Source: an optimization exercise on an open RTL-to-GDS flow (aim: small area). Production flows keep margins and buffers that such runs may drop. At most, simulation tests tie the RTL to the original design; equivalence was not proved. For run 5, only the layout was checked, not whether the RTL still works. In every run shown here, the design's own scripts or RTL, not TritonCTS, make the clock network. The clock input has no modelled driver; a real chip could not lean on it and would need a root buffer or a full tree. Power and IR drop assume default switching activity.

`flow/config.mk`:
```
export PLATFORM = sky130hd
export DESIGN_NAME = tagged_message_frame_parser_top
export DESIGN_NICKNAME = tagged_message_frame_parser_top
export VERILOG_FILES = /design/flow/design.v
export SDC_FILE = /design/flow/constraint.sdc
export NUM_CORES = 4
export LEC_CHECK = 0
export ABC_AREA = 1
export CAP_MARGIN = 20
export CORE_MARGIN = 2
export CORE_UTILIZATION = 65
export SLEW_MARGIN = 20
```
`flow/constraint.sdc`:
```
create_clock -name core_clock -period 5.0 [get_ports {i_clk}]
set_input_delay 1.0000 -clock core_clock [delete_from_list [all_inputs] [get_ports {i_clk}]]
set_output_delay 1.0000 -clock core_clock [all_outputs]
set_load 0.01 [all_outputs]
```
`flow/design.v`:
```
package tmfp_pkg;
    localparam int APB_ADDR_W = 4;
    localparam int APB_DATA_W = 32;
    localparam int TAG_W      = 8;
    localparam int WORD_W     = 32;
    localparam int SIZE_W     = 28;
    localparam int OPC_W      = 4;
    localparam int KIND_W     = 2;
    localparam int ERR_W      = 2;
    localparam int IDX_W      = 2;
    localparam logic [WORD_W:0] FIELD_BYTES = (WORD_W + 1)'(12);
    localparam logic [KIND_W-1:0] KIND_DESC = 2'd0;
    localparam logic [KIND_W-1:0] KIND_BYTE = 2'd1;
    localparam logic [KIND_W-1:0] KIND_ERR  = 2'd2;
    localparam logic [ERR_W-1:0] ERR_UINT_TAG = 2'd0;
    localparam logic [ERR_W-1:0] ERR_STR_TAG  = 2'd1;
    localparam logic [ERR_W-1:0] ERR_SIZE     = 2'd2;
    localparam logic [1:0] REG_HDR_TAG  = 2'd0;
    localparam logic [1:0] REG_UINT_TAG = 2'd1;
    localparam logic [1:0] REG_STR_TAG  = 2'd2;
endpackage
import tmfp_pkg::*;
module tagged_message_frame_parser_top (
    input  logic                  i_clk,
    input  logic                  i_rst_n,
    input  logic                  i_byte_valid,
    output logic                  i_byte_ready,
    input  logic [TAG_W-1:0]      i_byte_in_byte,
    output logic                  o_res_valid,
    input  logic                  o_res_ready,
    output logic [KIND_W-1:0]     o_res_kind,
    output logic [WORD_W-1:0]     o_res_src_id,
    output logic [WORD_W-1:0]     o_res_dest_id,
    output logic [OPC_W-1:0]      o_res_opcode,
    output logic [SIZE_W-1:0]     o_res_packet_len,
    output logic [SIZE_W-1:0]     o_res_message_len,
    output logic [TAG_W-1:0]      o_res_msg_byte,
    output logic                  o_res_last,
    output logic [ERR_W-1:0]      o_res_error_code,
    input  logic                  i_psel,
    input  logic                  i_penable,
    input  logic                  i_pwrite,
    input  logic [APB_ADDR_W-1:0] i_paddr,
    input  logic [APB_DATA_W-1:0] i_pwdata,
    output logic [APB_DATA_W-1:0] o_prdata,
    output logic                  o_pready
);
    localparam logic [4:0] S_TU1   = 5'b000_00;   
    localparam logic [4:0] S_TU2   = 5'b000_01;   
    localparam logic [4:0] S_TU3   = 5'b000_10;   
    localparam logic [4:0] S_TS    = 5'b000_11;   
    localparam logic [4:0] S_HDR0  = 5'b001_00;
    localparam logic [4:0] S_SRC0  = 5'b010_00;
    localparam logic [4:0] S_DST0  = 5'b011_00;
    localparam logic [4:0] S_LEN0  = 5'b100_00;
    localparam logic [4:0] S_MSG1  = 5'b101_00;   
    localparam logic [4:0] S_MSGN  = 5'b101_01;   
    localparam logic [4:0] S_H_D   = 5'b110_00;   
    localparam logic [4:0] S_H_B   = 5'b110_01;   
    localparam logic [4:0] S_H_E0  = 5'b110_10;   
    localparam logic [4:0] S_H_E1  = 5'b111_10;   
    localparam logic [4:0] S_H_E2  = 5'b111_11;   
    logic [TAG_W-1:0]  r_hdr_tag_n, r_uint_tag_n, r_str_tag_n;
    logic [TAG_W-1:0]  r_hdr_tag, r_uint_tag, r_str_tag;
    assign r_hdr_tag  = ~r_hdr_tag_n;
    assign r_uint_tag = ~r_uint_tag_n;
    assign r_str_tag  = ~r_str_tag_n;
    logic [4:0]        r_st, n_st;
    logic              r_valid;
    logic              r_lenok, n_lenok;
    logic [WORD_W-1:0] r_hdr, r_src, r_dst;
    logic              acc, res;
    logic [TAG_W-1:0]  b;
    logic              st_hunt, st_tag, st_hdr, st_src, st_dst, st_len, st_msg, st_msgn;
    logic [1:0]        idx;
    logic [SIZE_W-1:0] sum;
    logic              cout;
    logic              sum_zero, sum_one;
    assign b   = i_byte_in_byte;
    assign idx = r_st[1:0];
    assign st_hunt = r_st[4] & r_st[3];
    assign st_tag  = r_st[4:2] == 3'b000;
    assign st_hdr  = r_st[4:2] == 3'b001;
    assign st_src  = r_st[4:2] == 3'b010;
    assign st_dst  = r_st[4:2] == 3'b011;
    assign st_len  = r_st[4:2] == 3'b100;
    assign st_msg  = r_st[4:2] == 3'b101;
    assign st_msgn = st_msg & r_st[0];
    assign o_pready = 1'b1;
    always_comb begin
        o_prdata = '0;
        case (i_paddr[3:2])
            REG_HDR_TAG:  o_prdata[TAG_W-1:0] = r_hdr_tag;
            REG_UINT_TAG: o_prdata[TAG_W-1:0] = r_uint_tag;
            REG_STR_TAG:  o_prdata[TAG_W-1:0] = r_str_tag;
            default:      o_prdata = '0;
        endcase
    end
    assign i_byte_ready = !r_valid || o_res_ready;
    assign acc          = i_byte_valid && i_byte_ready;
    logic [4:0]        lo;
    logic              b4;       
    logic [6:1]        zn;       
    logic [7:1]        pz;       
    logic [SIZE_W:4]   bw;       
    assign lo = {1'b0, r_hdr[3:0]} + (st_msgn ? 5'h0F : 5'h04);
    assign sum[3:0] = lo[3:0];
    assign b4 = ~lo[4];
    for (genvar g = 1; g < 7; g++) begin : g_zn
        assign zn[g] = (r_hdr[4*g+3:4*g] == 4'd0);
    end
    assign pz[1] = 1'b1;
    assign pz[2] = zn[1];
    assign pz[3] = zn[1] & zn[2];
    assign pz[4] = pz[3] & zn[3];
    assign pz[5] = pz[3] & (zn[3] & zn[4]);
    assign pz[6] = pz[3] & (zn[3] & zn[4] & zn[5]);
    assign pz[7] = pz[3] & (zn[3] & zn[4] & zn[5] & zn[6]);
    for (genvar g = 1; g < 7; g++) begin : g_nib
        for (genvar j = 0; j < 4; j++) begin : g_bit
            if (j == 0) begin : g_b0
                assign bw[4*g] = b4 & pz[g];
            end else begin : g_bj
                assign bw[4*g+j] = b4 & pz[g] & (r_hdr[4*g+j-1:4*g] == '0);
            end
            assign sum[4*g+j] = r_hdr[4*g+j] ^ bw[4*g+j];
        end
    end
    assign bw[SIZE_W] = b4 & pz[7];
    assign cout = ~bw[SIZE_W];
    logic hdr_hi0;
    assign hdr_hi0  = (r_hdr[SIZE_W-1:4] == '0);
    assign sum_zero = hdr_hi0 & (r_hdr[3:0] == 4'd12);
    assign sum_one  = hdr_hi0 & (r_hdr[3:0] == (st_msgn ? 4'd2 : 4'd13));
    logic sel_h, sel_u, sel_s, sel_l0, sel_l1, sel_l2, sel_l3;
    logic [7:0] cmp_val;
    logic       match;
    assign sel_h  = st_hunt;
    assign sel_u  = st_tag & (idx != 2'd3);
    assign sel_s  = st_tag & (idx == 2'd3);
    assign sel_l0 = st_len & (idx == 2'd0);
    assign sel_l1 = st_len & (idx == 2'd1);
    assign sel_l2 = st_len & (idx == 2'd2);
    assign sel_l3 = st_len & (idx == 2'd3);
    assign cmp_val = ({8{sel_h}}  & r_hdr_tag)  |
                     ({8{sel_u}}  & r_uint_tag) |
                     ({8{sel_s}}  & r_str_tag)  |
                     ({8{sel_l0}} & {4'b0, sum[27:24]}) |
                     ({8{sel_l1}} & sum[23:16]) |
                     ({8{sel_l2}} & sum[15:8])  |
                     ({8{sel_l3}} & sum[7:0]);
    assign match = (b == cmp_val);
    always_comb begin
        n_st    = r_st;
        n_lenok = r_lenok;
        res     = 1'b0;
        if (st_hunt) begin
            if (match) n_st = S_HDR0;
        end else if (st_tag) begin
            if (idx == 2'd3) begin
                res = 1'b1;
                if (!match)          n_st = S_H_E1;
                else if (sum_zero)   n_st = S_H_D;
                else                 n_st = S_MSG1;
            end else begin
                if (!match) begin
                    res  = 1'b1;
                    n_st = S_H_E0;
                end else begin
                    n_st = {3'(idx) + 3'd2, 2'b00};
                end
            end
        end else if (st_msg) begin
            res = 1'b1;
            n_st = sum_one ? S_H_B : S_MSGN;
        end else begin
            n_st = r_st + 5'd1;
            if (idx == 2'd3) n_st = {3'b000, 2'(r_st[4:2] - 3'd1)};
            if (st_len) begin
                n_lenok = (idx == 2'd0 ? cout : r_lenok) & match;
                if (idx == 2'd3 && !n_lenok) begin
                    res  = 1'b1;
                    n_st = S_H_E2;
                end
            end
        end
    end
    always_ff @(posedge i_clk) begin
        if (!i_rst_n) begin
            r_hdr_tag_n  <= '1;
            r_uint_tag_n <= '1;
            r_str_tag_n  <= '1;
        end else if (i_psel && i_penable && i_pwrite) begin
            case (i_paddr[3:2])
                REG_HDR_TAG:  r_hdr_tag_n  <= ~i_pwdata[TAG_W-1:0];
                REG_UINT_TAG: r_uint_tag_n <= ~i_pwdata[TAG_W-1:0];
                REG_STR_TAG:  r_str_tag_n  <= ~i_pwdata[TAG_W-1:0];
                default: ;
            endcase
        end
    end
    always_ff @(posedge i_clk) begin
        if (!i_rst_n) begin
            r_st    <= S_H_D;
            r_valid <= 1'b0;
        end else begin
            if (acc) r_st <= n_st;
            if (i_byte_ready) r_valid <= acc && res;
        end
    end
    always_ff @(posedge i_clk) begin
        if (acc) begin
            r_lenok <= n_lenok;
            if (st_hdr) r_hdr <= {r_hdr[23:0], b};
            else if (st_msg) r_hdr[SIZE_W-1:0] <= sum;
            if (st_src || st_msg) r_src <= {r_src[23:0], b};
            if (st_dst) r_dst <= {r_dst[23:0], b};
        end
    end
    assign o_res_valid       = r_valid;
    assign o_res_last        = st_hunt;
    assign o_res_kind        = !st_hunt ? {1'b0, r_st[0]} :
                               (r_st[1] ? KIND_ERR : {1'b0, r_st[0]});
    assign o_res_error_code  = {r_st[0], r_st[2] & ~r_st[0]};
    assign o_res_src_id      = r_src;
    assign o_res_dest_id     = r_dst;
    assign o_res_opcode      = r_hdr[WORD_W-1:SIZE_W];
    assign o_res_packet_len  = r_hdr[SIZE_W-1:0];
    assign o_res_message_len = sum;
    assign o_res_msg_byte    = r_src[TAG_W-1:0];
endmodule
```
`flow/flow/run.sh`:
```
#!/bin/bash
# Own layout flow: the standard ORFS flow (standard.sh) with
#  - a copy of ORFS's scripts folder whose abc_area.script is replaced by
#    flow/abc_area.script (a stronger area mapping; registers are mapped by
#    dfflibmap as before, so their names and cells are unchanged);
#  - cts.tcl in that copy builds the clock tree with flow/manual_cts.tcl
#    (a root buffer driving 8 leaf buffers, each at the centre of a balanced
#    cluster of flip-flops) instead of clock_tree_synthesis;
#  - extra ORFS settings from flow/extra.mk appended to the standard flow's config.mk
#    (port buffers use buf_1, CTS buffer list, no CTS dummy loads).
# make's output goes to flow_make.log here; ORFS writes each step's log under
# orfs/logs, copied to flow_logs/ at the end.
set -euo pipefail
W=$PWD
rm -rf "$W/orfs_scripts"
cp -r "$FLOW_HOME/scripts" "$W/orfs_scripts"
cp "$W/flow/abc_area.script" "$W/orfs_scripts/abc_area.script"
grep -q '^log_cmd clock_tree_synthesis {\*}\$cts_args$' "$W/orfs_scripts/cts.tcl"
sed -i "s#^log_cmd clock_tree_synthesis {\*}\\\$cts_args\$#source $W/flow/manual_cts.tcl; manual_cts sky130_fd_sc_hd__clkbuf_8 8 sky130_fd_sc_hd__clkbuf_8#" "$W/orfs_scripts/cts.tcl"
grep -q 'manual_cts sky130' "$W/orfs_scripts/cts.tcl"
cp config.mk own_config.mk
cat "$W/flow/extra.mk" >> own_config.mk
sed -e "s#DESIGN_CONFIG=[^ ]*#DESIGN_CONFIG=$W/own_config.mk SCRIPTS_DIR=$W/orfs_scripts#" standard.sh > own_standard.sh
status=0
bash own_standard.sh > flow_make.log 2>&1 || status=$?
cp -r orfs/logs flow_logs || true
exit $status
```
`flow/flow/abc_area.script`:
```
strash
&get -n
&deepsyn -T 60
&dch -f
&nf -R 10
&put
topo
stime -c
```
`flow/flow/extra.mk`:
```
export BUFFER_PORTS_ARGS = -buffer_cell sky130_fd_sc_hd__buf_1
export SKIP_REPAIR_TIE_FANOUT = 1
```
`flow/flow/manual_cts.tcl`:
```
# Manual clock tree: the clock port drives NG leaf buffers directly, each
# placed at the centroid of a balanced cluster of flip-flop clock pins.
proc manual_cts {buf_master ng {root_master ""}} {
  set block [ord::get_db_block]
  set db [ord::get_db]
  set clknet [$block findNet i_clk]
  set master [$db findMaster $buf_master]
  set sinks {}
  foreach it [$clknet getITerms] {
    set inst [$it getInst]
    set bb [$inst getBBox]
    set x [expr {([$bb xMin] + [$bb xMax]) / 2}]
    set y [expr {([$bb yMin] + [$bb yMax]) / 2}]
    lappend sinks [list $it $x $y]
  }
  # recursive bisection into ng groups (ng a power of two), alternating axis
  set groups [list $sinks]
  set axis 1
  while {[llength $groups] < $ng} {
    set new {}
    foreach g $groups {
      set s [lsort -integer -index $axis $g]
      set h [expr {[llength $s] / 2}]
      lappend new [lrange $s 0 [expr {$h - 1}]] [lrange $s $h end]
    }
    set groups $new
    set axis [expr {3 - $axis}]
  }
  set src $clknet
  if {$root_master ne ""} {
    set rinst [odb::dbInst_create $block [$db findMaster $root_master] "clkbuf_root"]
    set sx 0; set sy 0
    foreach s $sinks { set sx [expr {$sx + [lindex $s 1]}]; set sy [expr {$sy + [lindex $s 2]}] }
    $rinst setLocation [expr {$sx / [llength $sinks]}] [expr {$sy / [llength $sinks]}]
    $rinst setPlacementStatus PLACED
    set src [odb::dbNet_create $block "clknet_root"]
    $src setSigType CLOCK
    [$rinst findITerm A] connect $clknet
    [$rinst findITerm X] connect $src
  }
  set k 0
  foreach g $groups {
    set sx 0; set sy 0
    foreach s $g { set sx [expr {$sx + [lindex $s 1]}]; set sy [expr {$sy + [lindex $s 2]}] }
    set n [llength $g]
    set cx [expr {$sx / $n}]; set cy [expr {$sy / $n}]
    set inst [odb::dbInst_create $block $master "clkbuf_leaf_$k"]
    $inst setLocation $cx $cy
    $inst setPlacementStatus PLACED
    set net [odb::dbNet_create $block "clknet_leaf_$k"]
    $net setSigType CLOCK
    [$inst findITerm A] connect $src
    [$inst findITerm X] connect $net
    foreach s $g { set it [lindex $s 0]; $it disconnect; $it connect $net }
    incr k
  }
}
```
`flow/standard.sh`:
```
#!/bin/bash
# synth_recipe.tcl (not shown) runs the flow's synth.tcl, then flattens the netlist and writes it again
# the make line also repeats each setting of config.mk as NAME=value (left out here)
make -C /OpenROAD-flow-scripts/flow DESIGN_CONFIG=/design/flow/config.mk WORK_HOME=/design/flow/orfs CLKGATE_MAP_FILE= SYNTH_SCRIPT=/design/flow/synth_recipe.tcl "${@:-finish}"
```
==> results of run 1 <==
-- cells in the final DEF, fill, tap and decap left out, types with 2 or more instances in the layout --
cell / n
a41oi_1: 2
or4_1: 2
buf_4: 29
dfxtp_1: 30
o22a_1: 2
conb_1: 2
o221ai_1: 12
edfxtp_1: 97
nor2_1: 59
mux2_1: 10
a211o_1: 4
or3_1: 8
o21ai_0: 8
o22ai_1: 14
nand2_1: 16
clkinv_1: 33
a21oi_1: 47
nand2b_1: 10
clkbuf_8: 9
nand3_1: 9
a221oi_1: 2
nor3_2: 2
nand4_1: 3
nor4_2: 2
ha_1: 15
xor2_1: 13
o211ai_1: 2
and2_0: 3
nor4_1: 4
nor3_1: 8
nor2b_1: 4
and3_1: 6
o21ai_1: 3
or2_0: 2
a2111oi_0: 2
xnor2_1: 14
buf_1: 171
-- layout make-up --
class / count / area (um^2) / area share, %
Sequential cell: 127 / 3510 / 51.6
Inverter: 33 / 124 / 1.82
Buffer: 9 / 124 / 1.82
Multi-Input combinational cell: 310 / 2040 / 30.0
Tap cell: 108 / 135 / 1.99
Timing Repair Buffer: 201 / 865 / 12.7
-- flip-flops by register name (all words and copies together), names as in the netlist --
name and flops:
r_hdr_tag_n 8, r_hdr 32, r_str_tag_n 8, r_uint_tag_n 8, r_valid 1, r_dst 32, r_src 32, r_st 5
r_lenok 1
-- how the worst max path moves through the flow --
| stage | start | end | cells after the start |
|---|---|---|---|
| after floorplan | r_st[3] | r_st[3] | 21 |
| after global placement | r_st[3] | r_st[3] | 22 |
| after detailed placement | r_st[3] | r_st[3] | 22 |
| after CTS | r_st[3] | r_st[3] | 22 |
| after global routing | r_st[3] | r_st[3] | 22 |
| final | r_st[3] | r_st[3] | 22 |
-- report_power, final --
part	internal [W]	switching [W]	total [W]
clock	0.000163	0.000303	0.000467
sequential	0.00114	0.00000992	0.00115
combinational	0.0000461	0.000104	0.000151
total	0.00135	0.000418	0.00177
-- per-stage QoR --
stage	TNS, ns	total power (W)	setup slack [ns]	std cells	hold slack (ns)
3_5_place_dp	0	0.00133	0.0315	777	0.430
6_report	0	0.00177	0.317	788	0.455
5_1_grt	-0.00714	0.00182	-0.00714	788	0.461
4_1_cts	0	0.00166	0.103	786	0.430
3_3_place_gp	0	0.00132	0.209	777	0.427
2_1_floorplan	0	0.00128	0.117	504	0.474
-- metal layers --
metal	vias up	track usage, %	share of wire (%)
li1	2180	-	-
met1	2285	43.0	38
met2	303	53.0	49
met3	31	4.68	10
met4	0	5.90	2.2
met5	-	0	0
-- repair_timing --
| item | 4_1_cts | 5_1_grt |
|---|---|---|
| setup buffers | 0 | 1 |
| endpoints found under the setup margin | 3 | 6 |
| gates resized for setup | 1 | 9 |
| pin swaps | 0 | 5 |
-- cell families (layout without fill, tap and decap cells) --
logic type / count (synthesis) / after routing / share of synthesized area [%]
buffers and inverters: 67 / 243 / 6.46
adder cells (fa/ha/maj): 16 / 16 / 3.54
AND/OR/NAND/NOR: 143 / 143 / 11.7
XOR/XNOR: 28 / 28 / 4.18
multiplexers: 11 / 11 / 2.09
other: 2 / 2 / 0.128
AO/OA/AOI/OAI: 110 / 110 / 12.0
flip-flops: 127 / 127 / 59.9
==> results.sh, run 1 <==
export IMPL_min_delay_worst_endpoint="r_dst[29]"
export IMPL_synth_area_top_cells="edfxtp_1, dfxtp_1, buf_4"
export IMPL_power_ir_vdd_worst_uv=183
export IMPL_placement_rows=34
export IMPL_number_of_hold_repair_buffers_added_at_the_cts_stage=0
export IMPL_wl_per_cell_um=20.2
export IMPL_cpMaxStageDelayCell="fa_2"
export IMPL_final_hold_violation_count=0
export IMPL_number_of_flops_mapped_to_enable_cells_by_yosys=97
export IMPL_hpwl_after_detailed_placement_mm=11.6
export IMPL_synth_net_count=571
export IMPL_r2r_start="r_st[3]"
export IMPL_fp_coreArea_um2=8720
export IMPL_worst_path_largest_cell_delay_ns=0.38
export IMPL_critical_path_required_ns=5.29
export IMPL_antenna_violating_nets_post_route=0
export IMPL_cp_num_buf_inv=3
export IMPL_initial_core_util_pct=67.3
export IMPL_timing_critical_path_max_delay_family="simple AND/OR/NAND/NOR gates"
export IMPL_floorplan_die_width_um=99.0
export IMPL_io_pins=223
export IMPL_grt_max_degree=48
export IMPL_share_of_async_settable_or_async_resettable_flops_after_synthesis_pct=0
export IMPL_pwr_dens_nw_per_um2=260
export IMPL_leakagePower_nw=2.28
export IMPL_worstSetupPathType="flop to flop"
export IMPL_synth_most_common_cell="edfxtp_1"
export IMPL_antenna_violations_before_repair=0
export IMPL_type_of_origin_of_the_critical_path="flop"
export IMPL_final_fill_count=570
export IMPL_final_max_slew_violation_count=0
export IMPL_achievable_frequency_mhz=214
export IMPL_area_growth_synth_to_final_pct=16.0
export IMPL_routed_via_density=6.09
export IMPL_drcViolationCount=0
export IMPL_synth_cell_type_count=48
export IMPL_syn_mean_instance_area_um2=11.6
export IMPL_clock_skew_final_ns=0.0154
export IMPL_clock_insertion_delay_worst_skew_ns=0.39
export IMPL_num_nets_final=749
export IMPL_worst_slew_margin_rel_pct=29.1
export IMPL_synth_top_area_cell="edfxtp_1"
export IMPL_holdCritStartpoint="r_dst[21]"
export IMPL_drt_pass1_iter_count=5
export IMPL_dominantRegCellSynth="edfxtp_1"
export IMPL_syn_area_um2=5870
export IMPL_r2r_worst_path_cells=22
export IMPL_drive_gt1_share_pct=7.35
export IMPL_final_setup_viol_count=0
export IMPL_tightest_slew_ns=1.06
export IMPL_critPathMaxFanout=6
export IMPL_placed_area_um2=6630
export IMPL_place_gp_congestion=0.885
export IMPL_synth_seq_cells=127
export IMPL_chipHeight_um=99.0
export IMPL_netlist_top_cells_count="edfxtp_1, nor2_1, a21oi_1, buf_4, clkinv_1"
export IMPL_min_delay_path_class="flop to flop"
export IMPL_finalWirelength_mm=15.9
export IMPL_die_area_um2=9800
export IMPL_fin_crit_sh_pct=93.7
export IMPL_detailroute_via_count=4799
export IMPL_cp_data_arrival_time_ns=4.97
export IMPL_ff2ff_setup_slack_ns=0.32
export IMPL_status="finished clean"
export IMPL_synth_yosys_warnings=1
export IMPL_synth_sequential_area_ratio_pct=59.9
export IMPL_r2r_end="r_st[3]"
export IMPL_hold_path_depth=0
export IMPL_cp_end_kind="flop"
export IMPL_final_area_um2=6810
export IMPL_critical_path_cell_chain="clkinv_1, ha_1, nand3_1, clkinv_1, and2_0, fa_2, nor3_2, o311a_1, nand2_2, nor4_2, ha_1, xnor2_1, o22ai_1, nor3_1, xnor2_1, nor3_1, nand3_1, nor4_2, buf_4, nor2b_1, a21oi_1, a221o_1"
export IMPL_wire_length_of_the_first_global_routing_pass_mm=24.2
export IMPL_grt_pass1_vias=4533
export IMPL_drt_first_iter_violations=495
export IMPL_max_cap_violations=0
export IMPL_synth_top_area_share_pct=49.6
export IMPL_grt_overflow_total=0
export IMPL_synth_cells=504
export IMPL_clk_transition_reported_paths_ns=0.11
export IMPL_finalCoreUtilization_pct=78.0
export IMPL_grtUsageTotal_pct=31.0
export IMPL_antenna_cells=0
export IMPL_period_needed_ns=4.68
export IMPL_buffer_ports_inserted=171
==> inputs of run 2 (changes only) <==
==> flow/flow/abc_area.script (replaced) <==
strash
&get -n
&deepsyn -T 60
&dch -f
&nf -R 1000
&put
topo
stime -c
==> run 2 against run 1 <==
Net effect: synthesized cell count shrank 0.79%; synthesized area shrank 1.2%; wire length shrank 3.0%; core utilization shrank 0.68 points; clock skew shrank 0.00097 ns; combinational power shrank 4%; hold slack gained 0.0026 ns; critical path type is now flop to output port; register-to-register slack gained 0.09 ns; worst setup slack gained 0.093 ns; sequential power is essentially flat; global-route usage shrank 0.59 points; clock power shrank 1%; critical endpoint is now o_res_message_len[27].
==> results.sh, run 2 <==
export IMPL_number_of_flops_mapped_to_enable_cells_by_yosys=97
export IMPL_syn_mean_instance_area_um2=11.6
export IMPL_cp_end_kind="output port"
export IMPL_max_cap_violations=0
export IMPL_antenna_violations_before_repair=0
export IMPL_detailroute_via_count=4740
export IMPL_synth_yosys_warnings=1
export IMPL_clk_transition_reported_paths_ns=0.10
export IMPL_critical_path_required_ns=4.00
export IMPL_final_setup_viol_count=0
export IMPL_clock_skew_final_ns=0.0144
export IMPL_worst_slew_margin_rel_pct=22.1
export IMPL_status="finished clean"
export IMPL_antenna_violating_nets_post_route=0
export IMPL_tightest_slew_ns=1.16
export IMPL_place_gp_congestion=0.896
export IMPL_wire_length_of_the_first_global_routing_pass_mm=23.6
export IMPL_final_fill_count=601
export IMPL_cpMostUsedCell="clkinv_1"
export IMPL_dominantRegCellSynth="edfxtp_1"
export IMPL_power_ir_vdd_worst_uv=202
export IMPL_min_delay_path_class="flop to flop"
export IMPL_buffer_ports_inserted=171
export IMPL_cp_num_buf_inv=5
export IMPL_critPathMaxFanout=6
export IMPL_timing_critical_path_max_delay_family="simple AND/OR/NAND/NOR gates"
export IMPL_io_pins=223
export IMPL_synth_most_common_cell="edfxtp_1"
export IMPL_worst_path_largest_cell_delay_ns=0.39
export IMPL_grt_pass1_vias=4475
export IMPL_fp_coreArea_um2=8680
export IMPL_syn_area_um2=5800
export IMPL_clock_insertion_delay_worst_skew_ns=0.38
export IMPL_fin_crit_sh_pct=91.8
export IMPL_r2r_end="r_st[2]"
export IMPL_final_cell_mix="buf_1, edfxtp_1, nor2_1, a21oi_1, clkinv_1"
export IMPL_die_area_um2=9690
export IMPL_synth_top_area_share_pct=50.3
export IMPL_num_nets_final=742
export IMPL_drt_first_iter_violations=394
export IMPL_hold_path_depth=0
export IMPL_synth_cell_type_count=40
export IMPL_drive_gt1_share_pct=7.43
export IMPL_min_delay_worst_endpoint="r_src[20]"
export IMPL_netlist_top_cells_count="edfxtp_1, nor2_1, a21oi_1, buf_4, clkinv_1"
export IMPL_floorplan_die_width_um=98.4
export IMPL_synth_net_count=567
export IMPL_synth_cells=500
export IMPL_wl_per_cell_um=19.8
export IMPL_grt_max_degree=46
export IMPL_routed_via_density=6.07
export IMPL_final_max_slew_violation_count=0
export IMPL_achievable_frequency_mhz=218
export IMPL_synth_area_top_cells="edfxtp_1, dfxtp_1, buf_4"
export IMPL_type_of_origin_of_the_critical_path="flop"
export IMPL_finalWirelength_mm=15.4
export IMPL_r2r_worst_path_cells=25
export IMPL_final_common_cell="buf_1"
export IMPL_r2r_start="r_st[3]"
export IMPL_pwr_dens_nw_per_um2=262
export IMPL_top_regs="r_dst (32), r_hdr (32), r_src (32)"
export IMPL_chipHeight_um=98.4
export IMPL_final_area_um2=6710
export IMPL_grtUsageTotal_pct=30.4
export IMPL_grt_overflow_total=0
export IMPL_ff2ff_setup_slack_ns=0.41
export IMPL_finalCoreUtilization_pct=77.4
export IMPL_synth_seq_cells=127
export IMPL_synth_sequential_area_ratio_pct=60.6
export IMPL_holdCritStartpoint="r_src[12]"
export IMPL_leakagePower_nw=2.25
export IMPL_placement_rows=34
export IMPL_number_of_hold_repair_buffers_added_at_the_cts_stage=0
export IMPL_drcViolationCount=0
export IMPL_period_needed_ns=4.59
export IMPL_final_hold_violation_count=0
export IMPL_hpwl_after_detailed_placement_mm=11.5
export IMPL_cp_data_arrival_time_ns=3.59
export IMPL_synth_top_area_cell="edfxtp_1"
export IMPL_critical_path_cell_chain="clkinv_1, ha_1, nand3_2, clkinv_1, fa_2, nor3_2, a21oi_2, nor4_2, nand2_1, buf_4, nor2_1, nand2_1, nor2_1, xnor2_1, clkinv_1, buf_1"
export IMPL_drt_pass1_iter_count=5
export IMPL_area_growth_synth_to_final_pct=15.8
export IMPL_worstSetupPathType="flop to output port"
export IMPL_initial_core_util_pct=66.8
export IMPL_placed_area_um2=6530
export IMPL_share_of_async_settable_or_async_resettable_flops_after_synthesis_pct=0
export IMPL_antenna_cells=0
export IMPL_cpMaxStageDelayCell="fa_2"
[run 2: cell types whose count changed after synthesis, moves of 3 or more]
cell,delta
o21ai_0,+10
a211o_1,-4
nand3_1,+3
and2_0,-3
[run 2: layout make-up]
class | count | area, um^2 | share of cell area [%]
Timing Repair Buffer | 198 | 845 | 12.6
Multi-Input combinational cell | 308 | 1980 | 29.5
Buffer | 9 | 124 | 1.85
Sequential cell | 127 | 3510 | 52.3
Tap cell | 108 | 135 | 2.01
Inverter | 31 | 116 | 1.73
[run 2: cell families (layout without fill, tap and decap cells)]
group / after synthesis / after routing / synth area share [%]
adders and majority gates: 16 / 16 / 3.58
AOI/OAI and AO/OA: 109 / 109 / 11.2
DFF: 127 / 127 / 60.6
other: 2 / 2 / 0.130
muxes: 13 / 13 / 2.50
buffers and inverters: 65 / 238 / 6.41
xor gates and xnor gates: 28 / 28 / 4.23
and+or+nand+nor: 140 / 140 / 11.4
[run 2: worst max-delay path by stage]
| stage | start | end | slack (ns) | cells after the start |
|---|---|---|---|---|
| 2_1_floorplan | r_st[3] | r_st[0] | 0.03 | 25 |
| 3_3_place_gp | r_st[3] | r_st[3] | 0.07 | 25 |
| 3_5_place_dp | r_st[3] | r_st[3] | -0.06 | 25 |
| 4_1_cts | r_st[3] | r_st[2] | 0.10 | 27 |
| 5_1_grt | r_st[3] | r_st[2] | -0.02 | 27 |
| 6_report | r_st[3] | o_res_message_len[27] | 0.41 | 16 |
[run 2: worst register-to-register path: stages, from the launching register on]
cell	delay [ns]
dfxtp_1	0.35
clkinv_1	0.08
ha_1	0.22
nand3_2	0.14
clkinv_1	0.12
fa_2	0.39
nor3_2	0.22
a21oi_2	0.10
nor3_2	0.15
buf_4	0.16
nand3_1	0.12
buf_4	0.20
o21ai_0	0.17
nand2b_1	0.16
a221oi_1	0.29
o21ai_0	0.17
a21oi_1	0.19
xnor2_1	0.12
nor4_2	0.33
buf_4	0.18
nand2_1	0.08
nor2_2	0.18
a21oi_1	0.09
o21ai_0	0.09
nand2_1	0.08
a21oi_1	0.15
[run 2: where the power goes]
group,leakage [nW],total [W],internal (W),switching [W]
Clock,0.0647,0.000461,0.000163,0.000298
Combinational,1.07,0.000145,0.0000427,0.000102
Sequential,1.12,0.00116,0.00115,0.0000107
[run 2: timing repair]
action                     in CTS  in global routing
buffers inserted                0                  0
pin swaps                       2                  6
setup endpoints to repair       4                  7
resized for setup               5                  9
[run 2: layer usage]
layer	GRT usage, %	up-vias	wire [um]
li1	-	2151	-
met3	5.39	43	1400
met5	0	-	0
met1	39.6	2247	5790
met2	53.6	299	7870
met4	7.48	0	374
[run 2: stage by stage]
| step | cells | hold slack [ns] | total power (W) | setup TNS, ns | setup WS, ns |
|---|---|---|---|---|---|
| detailed placement | 772 | 0.430 | 0.00132 | -0.188 | -0.0634 |
| global placement | 772 | 0.428 | 0.00132 | 0 | 0.0678 |
| global route | 781 | 0.463 | 0.00182 | -0.0200 | -0.0200 |
| finish | 781 | 0.458 | 0.00176 | 0 | 0.410 |
| floorplan | 500 | 0.471 | 0.00128 | 0 | 0.0323 |
| CTS | 781 | 0.430 | 0.00166 | 0 | 0.103 |
==> inputs of run 3 (changes only) <==
==> flow/flow/abc_area.script (replaced) <==
strash
&get -n
&deepsyn -T 60
&dch -f
&nf -R 30
&put
topo
stime -c
==> flow/flow/extra.mk (replaced) <==
export BUFFER_PORTS_ARGS = -buffer_cell sky130_fd_sc_hd__buf_1
export SKIP_REPAIR_TIE_FANOUT = 1
export GPL_KEEP_OVERFLOW = 0
==> run 3 against run 2 <==
Net effect: die area rose by 0.34%; register-to-register slack got worse by 0.19 ns; hold slack barely moved; total power rose by 0.22%; core utilization rose by 0.22 points; still clean on timing, DRC and antenna; largest cell class unchanged; synthesized area rose by 0.35%; highest routed layer unchanged; flip-flop and latch count did not move.
==> results.sh, run 3 <==
export IMPL_critPathMaxFanout=6
export IMPL_netlist_top_cells_count="edfxtp_1, nor2_1, a21oi_1, buf_4, clkinv_1"
export IMPL_share_of_async_settable_or_async_resettable_flops_after_synthesis_pct=0
export IMPL_syn_area_um2=5820
export IMPL_drt_pass1_iter_count=5
export IMPL_synth_most_common_cell="edfxtp_1"
export IMPL_antenna_cells=0
export IMPL_initial_core_util_pct=67.0
export IMPL_floorplan_die_width_um=98.6
export IMPL_synth_cell_type_count=42
export IMPL_final_cell_mix="buf_1, edfxtp_1, nor2_1, a21oi_1, clkinv_1"
export IMPL_cp_data_arrival_time_ns=5.08
export IMPL_achievable_frequency_mhz=209
export IMPL_num_nets_final=728
export IMPL_instances_no_fill=767
export IMPL_place_gp_congestion=0.926
export IMPL_critical_path_required_ns=5.31
export IMPL_clock_skew_final_ns=0.0136
export IMPL_final_hold_violation_count=0
export IMPL_grtUsageTotal_pct=29.5
export IMPL_wire_length_of_the_first_global_routing_pass_mm=23.0
export IMPL_final_max_slew_violation_count=0
export IMPL_drive_gt1_share_pct=6.98
export IMPL_routed_via_density=6.17
export IMPL_pwr_dens_nw_per_um2=262
export IMPL_status="finished clean"
export IMPL_buffer_ports_inserted=171
export IMPL_clock_insertion_delay_worst_skew_ns=0.39
export IMPL_clk_transition_reported_paths_ns=0.10
export IMPL_syn_mean_instance_area_um2=11.6
export IMPL_synth_yosys_warnings=1
export IMPL_grt_max_degree=34
export IMPL_hpwl_after_detailed_placement_mm=11.1
export IMPL_place_inst=753
export IMPL_power_ir_vdd_worst_uv=218
export IMPL_max_cap_violations=0
export IMPL_leakagePower_nw=2.19
export IMPL_cpMaxStageDelayCell="fa_2"
export IMPL_number_of_flops_mapped_to_enable_cells_by_yosys=97
export IMPL_drt_first_iter_violations=377
export IMPL_fp_coreArea_um2=8680
export IMPL_area_growth_synth_to_final_pct=15.7
export IMPL_placed_area_um2=6430
export IMPL_tightest_slew_ns=1.15
export IMPL_worst_slew_margin_rel_pct=22.3
export IMPL_number_of_hold_repair_buffers_added_at_the_cts_stage=0
export IMPL_chipHeight_um=98.6
export IMPL_worstSetupPathType="flop to flop"
export IMPL_grt_pass1_vias=4369
export IMPL_synth_top_area_cell="edfxtp_1"
export IMPL_finalWirelength_mm=15.4
export IMPL_grt_overflow_total=0
export IMPL_synth_area_top_cells="edfxtp_1, dfxtp_1, buf_4"
export IMPL_top_regs="r_dst (32), r_hdr (32), r_src (32)"
export IMPL_type_of_origin_of_the_critical_path="flop"
export IMPL_cp_end_kind="flop"
export IMPL_synth_top_area_share_pct=50.1
export IMPL_min_delay_path_class="flop to flop"
export IMPL_io_pins=223
export IMPL_synth_seq_cells=127
export IMPL_dominantRegCellSynth="edfxtp_1"
export IMPL_ff2ff_setup_slack_ns=0.22
export IMPL_fin_crit_sh_pct=95.5
export IMPL_final_area_um2=6730
export IMPL_timing_critical_path_max_delay_family="simple AND/OR/NAND/NOR gates"
export IMPL_final_common_cell="buf_1"
export IMPL_drcViolationCount=0
export IMPL_worst_path_largest_cell_delay_ns=0.43
export IMPL_placement_rows=34
export IMPL_synth_sequential_area_ratio_pct=60.4
export IMPL_period_needed_ns=4.78
export IMPL_die_area_um2=9720
export IMPL_antenna_violating_nets_post_route=0
export IMPL_antenna_violations_before_repair=0
export IMPL_critical_path_cell_chain="clkinv_1, ha_2, nand3_4, clkinv_2, and2_1, fa_2, o21ai_2, a21oi_2, nor4_4, nand2_2, nor2_2, ha_2, xnor2_2, o22ai_2, nor3_2, xnor2_1, nor3_1, nand3_1, nor4_4, buf_4, nand2_1, nor2_2, a211oi_1, a221oi_1"
export IMPL_cp_num_buf_inv=3
export IMPL_synth_net_count=570
export IMPL_detailroute_via_count=4735
export IMPL_synth_cells=503
export IMPL_wl_per_cell_um=20.1
export IMPL_final_setup_viol_count=0
[run 3: cell types whose count changed after synthesis, moves of 3 or more]
cell / before / now
o21ai_0: 21 / 13
nor2_1: 58 / 65
a21oi_1: 50 / 44
xnor2_1: 14 / 18
xor2_1: 14 / 10
a31oi_1: 0 / 3
mux2_1: 12 / 9
nand2b_1: 8 / 11
o211ai_1: 1 / 4
[run 3: final cells by class]
type,count,area (um^2)
Sequential cell,127,3520
Multi-Input combinational cell,311,2080
Fill cell,581,1950
Timing Repair Buffer,181,757
Tap cell,108,135
Buffer,9,124
Inverter,31,118
[run 3: cells by family (layout without fill, tap and decap cells)]
family                   count (synthesis)  count (layout)  synth area share [%]
AO/OA/AOI/OAI                          103             103                  11.1
buffers and inverters                   65             221                  6.39
AND/OR/NAND/NOR                        152             152                  12.3
multiplexers                            10              10                  1.91
XOR/XNOR                                28              28                  4.22
other                                    2               2                 0.129
flip-flops                             127             127                  60.4
adder cells (fa/ha/maj)                 16              16                  3.57
[run 3: final timing paths]
path / from / end / cells past startpoint
max: r_st[3] / r_st[2] / 24
min: r_src[23] / r_src[31] / 0
max reg2reg: r_st[3] / r_st[2] / 24
min reg2reg: r_src[23] / r_src[31] / 0
[run 3: metrics by stage]
step / setup slack, ns / util (%) / total power (W) / hold WS (ns) / TNS [ns]
2_1_floorplan: 0.0817 / - / 0.00128 / 0.471 / 0
3_3_place_gp: -0.974 / 73.0 / 0.00131 / 0.427 / -16.25
3_5_place_dp: -1.10 / 74.1 / 0.00131 / 0.433 / -7.05
4_1_cts: 0.00286 / 76.2 / 0.00165 / 0.433 / 0
5_1_grt: -0.0685 / 77.6 / 0.00182 / 0.466 / -0.132
6_report: 0.224 / 77.6 / 0.00177 / 0.457 / 0
[run 3: repair_timing]
action	4_1_cts	5_1_grt
pin swaps	3	9
buffers inserted	2	3
cloned	0	0
endpoints found under the setup margin	7	11
gates resized for setup	9	21
[run 3: worst register-to-register path: stages, from the launching register on]
cell and delay (ns):
dfxtp_4 0.39, clkinv_1 0.12, ha_2 0.23, nand3_4 0.13, clkinv_2 0.11, and2_1 0.20, fa_2 0.43, o21ai_2 0.19
a21oi_2 0.13, nor4_4 0.35, nand2_2 0.11, nor2_2 0.11, ha_2 0.21, xnor2_2 0.17, o22ai_2 0.12, nor3_2 0.24
xnor2_1 0.08, nor3_1 0.20, nand3_1 0.17, nor4_4 0.21, buf_4 0.19, nand2_1 0.11, nor2_2 0.12, a211oi_1 0.09
a221oi_1 0.27
[run 3: report_power, final]
group	internal (W)	switching (W)
Sequential	0.00114	0.0000183
Combinational	0.0000402	0.0000950
Clock	0.000163	0.000305
Total	0.00135	0.000418
[run 3: metal layers]
| layer | up-vias | wire length, um | track usage [%] |
|---|---|---|---|
| li1 | 2128 | - | - |
| met1 | 2263 | 5840 | 38.9 |
| met2 | 300 | 7610 | 50.7 |
| met3 | 44 | 1480 | 5.60 |
| met4 | 0 | 470 | 8.32 |
| met5 | - | 0 | 0 |
==> inputs of run 4 (changes only) <==
==> flow/flow/extra.mk (replaced) <==
export BUFFER_PORTS_ARGS = -buffer_cell sky130_fd_sc_hd__buf_1
export SKIP_REPAIR_TIE_FANOUT = 1
==> run 4 against run 3 <==
Net effect: still clean on timing, DRC and antenna; via count fell by 0.46%; clock skew up 0.0053 ns; synthesized area stayed put; total power decreased by 0.30%; global-route usage grew 0.49 points.
==> results.sh, run 4 <==
export IMPL_routed_via_density=6.04
export IMPL_wl_per_cell_um=19.5
export IMPL_synth_yosys_warnings=1
export IMPL_final_fill_count=587
export IMPL_timing_critical_path_max_delay_family="simple AND/OR/NAND/NOR gates"
export IMPL_number_of_flops_mapped_to_enable_cells_by_yosys=97
export IMPL_r2r_worst_path_cells=23
export IMPL_grt_overflow_total=0
export IMPL_placement_rows=34
export IMPL_power_clock_fraction_pct=26.2
export IMPL_power_ir_vdd_worst_uv=173
export IMPL_clock_insertion_delay_worst_skew_ns=0.39
export IMPL_finalCoreUtilization_pct=77.5
export IMPL_min_delay_path_class="flop to flop"
export IMPL_grtUsageTotal_pct=30.0
export IMPL_synth_net_count=570
export IMPL_final_setup_viol_count=0
export IMPL_clk_transition_reported_paths_ns=0.11
export IMPL_grt_use_met1_pct=39.1
export IMPL_synth_seq_cells=127
export IMPL_setup_repair_after_global_routing_missed_its_margin="no"
export IMPL_critical_path_required_ns=5.25
export IMPL_tightest_slew_ns=1.01
export IMPL_grt_busiest_layer="met2"
export IMPL_cp_depth=23
export IMPL_cp_end_kind="flop"
export IMPL_dominant_combinational_cell_family_by_area_after_synthesis="simple AND/OR/NAND/NOR gates"
export IMPL_pwr_dens_nw_per_um2=262
export IMPL_status="finished clean"
export IMPL_grt_max_degree=49
export IMPL_num_nets_final=741
export IMPL_initial_core_util_pct=67.0
export IMPL_grtUsageMet3_pct=5.32
export IMPL_synth_xor_area_share_pct=4.22
export IMPL_synth_cells=503
export IMPL_final_max_slew_violation_count=0
export IMPL_dominantRegCellSynth="edfxtp_1"
export IMPL_synth_cell_type_count=42
export IMPL_share_of_async_settable_or_async_resettable_flops_after_synthesis_pct=0
export IMPL_worstSetupPathType="flop to flop"
export IMPL_wire_length_of_the_first_global_routing_pass_mm=23.6
export IMPL_synth_sequential_area_ratio_pct=60.4
export IMPL_setup_tns_final_ns=0
export IMPL_syn_mean_instance_area_um2=11.6
export IMPL_switching_share_pct=23.3
export IMPL_antenna_violating_nets_post_route=0
export IMPL_floorplan_die_width_um=98.6
export IMPL_worst_path_largest_cell_delay_ns=0.39
export IMPL_seq_power_share_pct=65.6
export IMPL_area_growth_synth_to_final_pct=15.6
export IMPL_cp_data_arrival_time_ns=4.82
export IMPL_critPathMaxFanout=5
export IMPL_worst_slew_margin_rel_pct=32.0
export IMPL_io_pins=223
export IMPL_drt_pass1_iter_count=5
export IMPL_setup_worst_path_start="r_st[3]"
export IMPL_max_cap_violations=0
export IMPL_synthSimpleGateAreaFrac_pct=12.3
export IMPL_switching_component_of_the_power_w=0.000410
export IMPL_holdCritStartpoint="r_dst[16]"
export IMPL_critical_path_cell_chain="clkinv_1, ha_1, nand3_1, clkinv_1, and2_0, fa_2, nor3_2, o311a_1, nand2_1, nor3_2, ha_1, xnor2_1, o22ai_1, nor3_2, xnor2_1, nor3_1, nand3_1, nor4_2, buf_4, o211a_4, o211ai_1, nand3b_1, nand4_1"
export IMPL_antenna_cells=0
export IMPL_netlist_top_cells_count="edfxtp_1, nor2_1, a21oi_1, buf_4, clkinv_1"
export IMPL_layout_setup_ws_ns=0.424
export IMPL_top_regs="r_dst (32), r_hdr (32), r_src (32)"
export IMPL_r2r_start="r_st[3]"
export IMPL_leakagePower_nw=2.22
export IMPL_seq_area_um2=3510
export IMPL_number_of_hold_repair_buffers_added_at_the_cts_stage=0
export IMPL_drt_first_iter_violations=394
export IMPL_synth_top_area_cell="edfxtp_1"
export IMPL_power_internal_w=0.00135
export IMPL_synth_compound_gate_area_share_pct=11.1
export IMPL_drcViolationCount=0
export IMPL_drive_gt1_share_pct=7.14
export IMPL_hold_path_depth=0
export IMPL_synthesized_area_fraction_occupied_by_adder_cells_pct=3.57
export IMPL_place_gp_congestion=0.951
export IMPL_finalWirelength_mm=15.2
export IMPL_grt_pass1_vias=4421
export IMPL_fin_crit_sh_pct=91.5
export IMPL_synth_most_common_cell="edfxtp_1"
export IMPL_globalRouteMet2Util_pct=52.6
export IMPL_hpwl_after_detailed_placement_mm=11.5
export IMPL_type_of_origin_of_the_critical_path="flop"
export IMPL_cpMostUsedCell="nor3_2"
export IMPL_final_hold_violation_count=0
export IMPL_final_common_cell="buf_1"
export IMPL_antenna_violations_before_repair=0
export IMPL_cp_num_buf_inv=3
export IMPL_die_area_um2=9720
export IMPL_synth_area_top_cells="edfxtp_1, dfxtp_1, buf_4"
export IMPL_synth_mux_area_fraction_pct=1.91
export IMPL_buffer_ports_inserted=171
export IMPL_detailroute_via_count=4713
export IMPL_chipHeight_um=98.6
export IMPL_period_needed_ns=4.58
export IMPL_achievable_frequency_mhz=219
export IMPL_final_cell_mix="buf_1, edfxtp_1, nor2_1, a21oi_1, clkinv_1"
export IMPL_synth_top_area_share_pct=50.1
export IMPL_combPwrFrac_pct=8.2
export IMPL_pre_cts_ws_ns=0.100
export IMPL_clock_skew_final_ns=0.0190
export IMPL_cpMaxStageDelayCell="fa_2"
export IMPL_syn_area_um2=5820
export IMPL_fp_coreArea_um2=8680
export IMPL_multi_input_area_um2=2020
-- run 4: cell count changes in the layout (fill, tap and decap cells not counted), sizes merged --
cell  previous run  this run
buf            181       194
-- run 4: logic make-up after synthesis --
kind of cell,Yosys count
simple gates,152
flops,127
compound gates,103
buf+inv,65
xor+xnor,28
fa+ha+maj,16
mux,10
other cells,2
-- run 4: metal layers --
| layer | wire, um | vias to the layer above |
|---|---|---|
| met5 | 0 | - |
| li1 | - | 2153 |
| met3 | 1480 | 34 |
| met4 | 413 | 0 |
| met2 | 7770 | 255 |
| met1 | 5570 | 2271 |
-- run 4: worst paths after layout --
path,endpoint,slack [ns]
max reg2reg,r_st[4],0.42
min reg2reg,r_dst[24],0.46
min,r_dst[24],0.46
max,r_st[4],0.42
-- run 4: power by group through the flow --
stage | Combinational [W] | Sequential (W) | Clock [W]
after CTS | 0.000139 | 0.00118 | 0.000337
after floorplan | 0.0000892 | 0.00119 | 0
after global routing | 0.000157 | 0.00116 | 0.000501
after global placement | 0.000136 | 0.00118 | 0
final | 0.000144 | 0.00116 | 0.000461
after detailed placement | 0.000139 | 0.00118 | 0
-- run 4: area by class of cell --
cell class / instances / share of cell area [%]
buffer: 9 / 1.84
inverter: 31 / 1.73
multi-input combinational: 311 / 30.1
sequential: 127 / 52.3
tap: 108 / 2.01
timing repair buffer: 194 / 12.1
-- run 4: through the flow --
stage / std cells / area (um^2) / hold WS, ns / total power [W]
after floorplan: 503 / 5820 / 0.471 / 0.00128
after global placement: 769 / 6510 / 0.427 / 0.00131
after detailed placement: 769 / 6510 / 0.435 / 0.00132
after CTS: 778 / 6640 / 0.435 / 0.00166
after global routing: 780 / 6720 / 0.463 / 0.00182
final: 780 / 6720 / 0.456 / 0.00176
-- run 4: repair_timing --
action,in CTS,in global routing
setup buffers,0,2
resized for setup,0,15
setup endpoints to repair,0,9
==> inputs of run 5 (changes only) <==
--- a/flow/design.v
+++ b/flow/design.v
@@ -132,24 +132,19 @@
     assign hdr_hi0  = (r_hdr[SIZE_W-1:4] == '0);
     assign sum_zero = hdr_hi0 & (r_hdr[3:0] == 4'd12);
     assign sum_one  = hdr_hi0 & (r_hdr[3:0] == (st_msgn ? 4'd2 : 4'd13));
-    logic sel_h, sel_u, sel_s, sel_l0, sel_l1, sel_l2, sel_l3;
-    logic [7:0] cmp_val;
-    logic       match;
-    assign sel_h  = st_hunt;
-    assign sel_u  = st_tag & (idx != 2'd3);
-    assign sel_s  = st_tag & (idx == 2'd3);
-    assign sel_l0 = st_len & (idx == 2'd0);
-    assign sel_l1 = st_len & (idx == 2'd1);
-    assign sel_l2 = st_len & (idx == 2'd2);
-    assign sel_l3 = st_len & (idx == 2'd3);
-    assign cmp_val = ({8{sel_h}}  & r_hdr_tag)  |
-                     ({8{sel_u}}  & r_uint_tag) |
-                     ({8{sel_s}}  & r_str_tag)  |
-                     ({8{sel_l0}} & {4'b0, sum[27:24]}) |
-                     ({8{sel_l1}} & sum[23:16]) |
-                     ({8{sel_l2}} & sum[15:8])  |
-                     ({8{sel_l3}} & sum[7:0]);
-    assign match = (b == cmp_val);
+    logic [7:0] tag_val, len_val;
+    logic       match, match_len, match_l3;
+    assign tag_val = st_hunt ? r_hdr_tag : ((idx == 2'd3) ? r_str_tag : r_uint_tag);
+    assign match   = (b == tag_val);
+    always_comb begin
+        case (idx)
+            2'd0:    len_val = {4'b0, sum[27:24]};
+            2'd1:    len_val = sum[23:16];
+            default: len_val = sum[15:8];
+        endcase
+    end
+    assign match_len = (b == len_val);
+    assign match_l3  = (b == sum[7:0]);
     always_comb begin
         n_st    = r_st;
         n_lenok = r_lenok;
@@ -177,8 +172,8 @@
             n_st = r_st + 5'd1;
             if (idx == 2'd3) n_st = {3'b000, 2'(r_st[4:2] - 3'd1)};
             if (st_len) begin
-                n_lenok = (idx == 2'd0 ? cout : r_lenok) & match;
-                if (idx == 2'd3 && !n_lenok) begin
+                n_lenok = (idx == 2'd0 ? cout : r_lenok) & match_len;
+                if (idx == 2'd3 && !(r_lenok && match_l3)) begin
                     res  = 1'b1;
                     n_st = S_H_E2;
                 end
==> flow/flow/abc_area.script (replaced) <==
strash
&get -n
&deepsyn -T 60
&dch -f
&nf -R 1000
&put
topo
stime -c
==> run 5 against run 4 <==
Net effect: fmax fell by 1.3%; worst setup slack got worse by 0.060 ns; global-route usage down 2.1 points; largest cell class unchanged.
==> results.sh, run 5 <==
export IMPL_routed_via_density=6.02
export IMPL_synth_net_count=581
export IMPL_placement_rows=34
export IMPL_synth_yosys_warnings=1
export IMPL_cp_data_arrival_time_ns=3.64
export IMPL_grt_max_degree=43
export IMPL_synth_top_area_share_pct=49.2
export IMPL_final_area_um2=6710
export IMPL_die_area_um2=9890
export IMPL_place_gp_congestion=0.978
export IMPL_io_pins=223
export IMPL_hold_path_depth=0
export IMPL_number_of_flops_mapped_to_enable_cells_by_yosys=97
export IMPL_drcViolationCount=0
export IMPL_final_hold_violation_count=0
export IMPL_netlist_top_cells_count="edfxtp_1, nor2_1, a21oi_1, buf_4"
export IMPL_synth_top_area_cell="edfxtp_1"
export IMPL_wl_per_cell_um=18.4
export IMPL_synth_cell_type_count=39
export IMPL_grt_pass1_vias=4256
export IMPL_fin_crit_sh_pct=92.7
export IMPL_synth_seq_cells=127
export IMPL_area_growth_synth_to_final_pct=13.4
export IMPL_min_delay_path_class="flop to flop"
export IMPL_cpMaxStageDelayCell="dfxtp_1"
export IMPL_period_needed_ns=4.64
export IMPL_synth_cells=515
export IMPL_min_delay_worst_endpoint="r_src[18]"
export IMPL_top_regs="r_dst (32), r_hdr (32), r_src (32)"
export IMPL_detailroute_via_count=4710
export IMPL_fp_coreArea_um2=8760
export IMPL_cpMostUsedCell="nand2_1"
export IMPL_r2r_worst_path_cells=23
export IMPL_synth_most_common_cell="edfxtp_1"
export IMPL_antenna_violating_nets_post_route=0
export IMPL_antenna_violations_before_repair=0
export IMPL_worst_path_largest_cell_delay_ns=0.35
export IMPL_status="finished clean"
export IMPL_initial_core_util_pct=67.6
export IMPL_floorplan_die_width_um=99.4
export IMPL_ff2ff_setup_slack_ns=0.41
export IMPL_setup_repair_after_global_routing_missed_its_margin="no"
export IMPL_r2r_end="r_lenok"
export IMPL_wire_length_of_the_first_global_routing_pass_mm=22.2
export IMPL_final_common_cell="buf_1"
export IMPL_final_cell_mix="buf_1, edfxtp_1, nor2_1, a21oi_1"
export IMPL_final_fill_count=622
export IMPL_timing_critical_path_max_delay_family="simple AND/OR/NAND/NOR gates"
export IMPL_pre_cts_ws_ns=0.310
export IMPL_antenna_cells=0
export IMPL_critical_path_required_ns=4.00
export IMPL_clock_insertion_delay_worst_skew_ns=0.40
export IMPL_finalPower_w=0.00194
export IMPL_leakagePower_nw=2.22
export IMPL_critical_path_cell_chain="clkinv_1, ha_2, nand2_1, nor2_1, nand2_1, fa_1, nand3b_1, o21ai_0, nand2_1, clkinv_1, nand2_1, nor3_1, buf_4, nand3_1, nor3_2, nor3b_2, buf_4, xor2_1, buf_1"
export IMPL_pwr_dens_nw_per_um2=290
export IMPL_drt_pass1_iter_count=5
export IMPL_grtUsageTotal_pct=27.9
export IMPL_chipHeight_um=99.4
export IMPL_finalWirelength_mm=14.4
export IMPL_dominantRegCellSynth="edfxtp_1"
export IMPL_clock_skew_final_ns=0.0108
export IMPL_type_of_origin_of_the_critical_path="flop"
export IMPL_power_ir_vdd_worst_uv=171
export IMPL_drt_first_iter_violations=396
export IMPL_final_max_slew_violation_count=0
export IMPL_syn_area_um2=5920
export IMPL_num_nets_final=743
export IMPL_worstSetupPathType="flop to output port"
export IMPL_achievable_frequency_mhz=216
export IMPL_max_cap_violations=0
export IMPL_hpwl_after_detailed_placement_mm=10.5
export IMPL_synth_area_top_cells="edfxtp_1, dfxtp_1, a21oi_1"
export IMPL_layout_setup_ws_ns=0.363
export IMPL_placed_area_um2=6560
export IMPL_clk_transition_reported_paths_ns=0.09
export IMPL_worst_slew_margin_rel_pct=19.8
export IMPL_share_of_async_settable_or_async_resettable_flops_after_synthesis_pct=0
export IMPL_final_setup_viol_count=0
export IMPL_cp_num_buf_inv=5
export IMPL_tightest_slew_ns=1.19
export IMPL_drive_gt1_share_pct=4.44
export IMPL_r2r_start="r_st[3]"
export IMPL_synth_sequential_area_ratio_pct=59.3
export IMPL_cp_end_kind="output port"
export IMPL_setup_tns_final_ns=0
export IMPL_number_of_hold_repair_buffers_added_at_the_cts_stage=0
export IMPL_syn_mean_instance_area_um2=11.5
export IMPL_grt_overflow_total=0
export IMPL_buffer_ports_inserted=171
export IMPL_holdCritStartpoint="r_src[10]"
export IMPL_critPathMaxFanout=6
run 5: stage by stage:
stage | util [%] | instances | hold WS (ns)
6_report | 76.6 | 783 | 0.457
5_1_grt | 76.6 | 783 | 0.471
4_1_cts | 76.3 | 783 | 0.433
3_5_place_dp | 74.9 | 774 | 0.433
3_3_place_gp | 74.9 | 774 | 0.428
2_1_floorplan | - | 515 | 0.474
run 5: worst max path at each step:
stage,cells past startpoint,from,to,slack [ns]
finish,19,r_st[3],o_res_message_len[22],0.36
floorplan,22,r_st[3],r_lenok,0.53
global placement,23,r_st[3],r_lenok,0.46
global route,19,r_st[3],o_res_message_len[22],0.0006
CTS,23,r_st[3],r_lenok,0.30
detailed placement,23,r_st[3],r_lenok,0.31
run 5: kinds of logic (layout without fill, tap and decap cells):
family	after synthesis	in the layout	share of synthesized area [%]
and+or+nand+nor	143	143	11.2
adders and majority gates	15	15	3.30
muxes	15	15	2.85
DFF	127	127	59.3
xor gates and xnor gates	34	34	5.03
other	2	2	0.127
buffers and inverters	64	224	6.21
AOI/OAI and AO/OA	115	115	11.9
run 5: timing repair:
action                     in CTS  in global routing
resized for setup               0                  7
setup endpoints to repair       0                  3
setup buffers                   0                  0
run 5: cell type report:
type / count / area, um^2 / area share, %
Buffer: 9 / 124 / 1.85
Inverter: 30 / 113 / 1.68
Multi-Input combinational cell: 324 / 2080 / 31.0
Sequential cell: 127 / 3510 / 52.3
Tap cell: 108 / 135 / 2.01
Timing Repair Buffer: 185 / 747 / 11.1
run 5: layer usage:
| metal | vias to the layer above | GRT usage, % | wire length [um] |
|---|---|---|---|
| met2 | 295 | 46.7 | 6850 |
| met4 | 0 | 4.53 | 285 |
| met1 | 2212 | 39.7 | 5720 |
| met5 | - | 0 | 0 |
| met3 | 29 | 4.64 | 1580 |
| li1 | 2174 | - | - |
run 5: report_power, final:
| part | switching (W) | internal, W | total [W] |
|---|---|---|---|
| registers | 0.0000136 | 0.00116 | 0.00117 |
| clock network | 0.000298 | 0.000163 | 0.000461 |
| logic | 0.000200 | 0.000112 | 0.000312 |
| total | 0.000512 | 0.00143 | 0.00194 |

==> static timing again, ports no longer ideal <==
The flow's constraints put no driver on any port. The routed layouts listed below were extracted and timed again, unchanged, in two steps.
Step 1 (the two cells are an assumption about what drives the block):
set clk [get_ports {i_clk}]
set_driving_cell -lib_cell sky130_fd_sc_hd__clkbuf_16 $clk
set_driving_cell -lib_cell sky130_fd_sc_hd__buf_2 [delete_from_list [all_inputs] $clk]
Step 2 adds t to the input delays and takes it off the output delays; t is the mean of the earliest and latest rising clock arrival at the registers after step 1. Input paths then give back, and output paths get back, about the clock's delay inside the block.
Slacks: ideal ports / drivers / drivers and shift; pairs: ideal ports / drivers.
| run | t (ns) | setup slack, ns | worst setup path after step 2 |
|---|---|---|---|
| run 1 | 0.422 | 0.317 / 0.317 / 0.317 | register to register |
| run 2 | 0.414 | 0.410 / 0.374 / 0.412 | register to register |
| run 3 | 0.421 | 0.224 / 0.224 / 0.224 | register to register |
| run 4 | 0.418 | 0.424 / 0.424 / 0.424 | register to register |
| run 5 | 0.427 | 0.363 / 0.328 / 0.405 | register to register |
After both steps setup and hold are still met in every run listed.
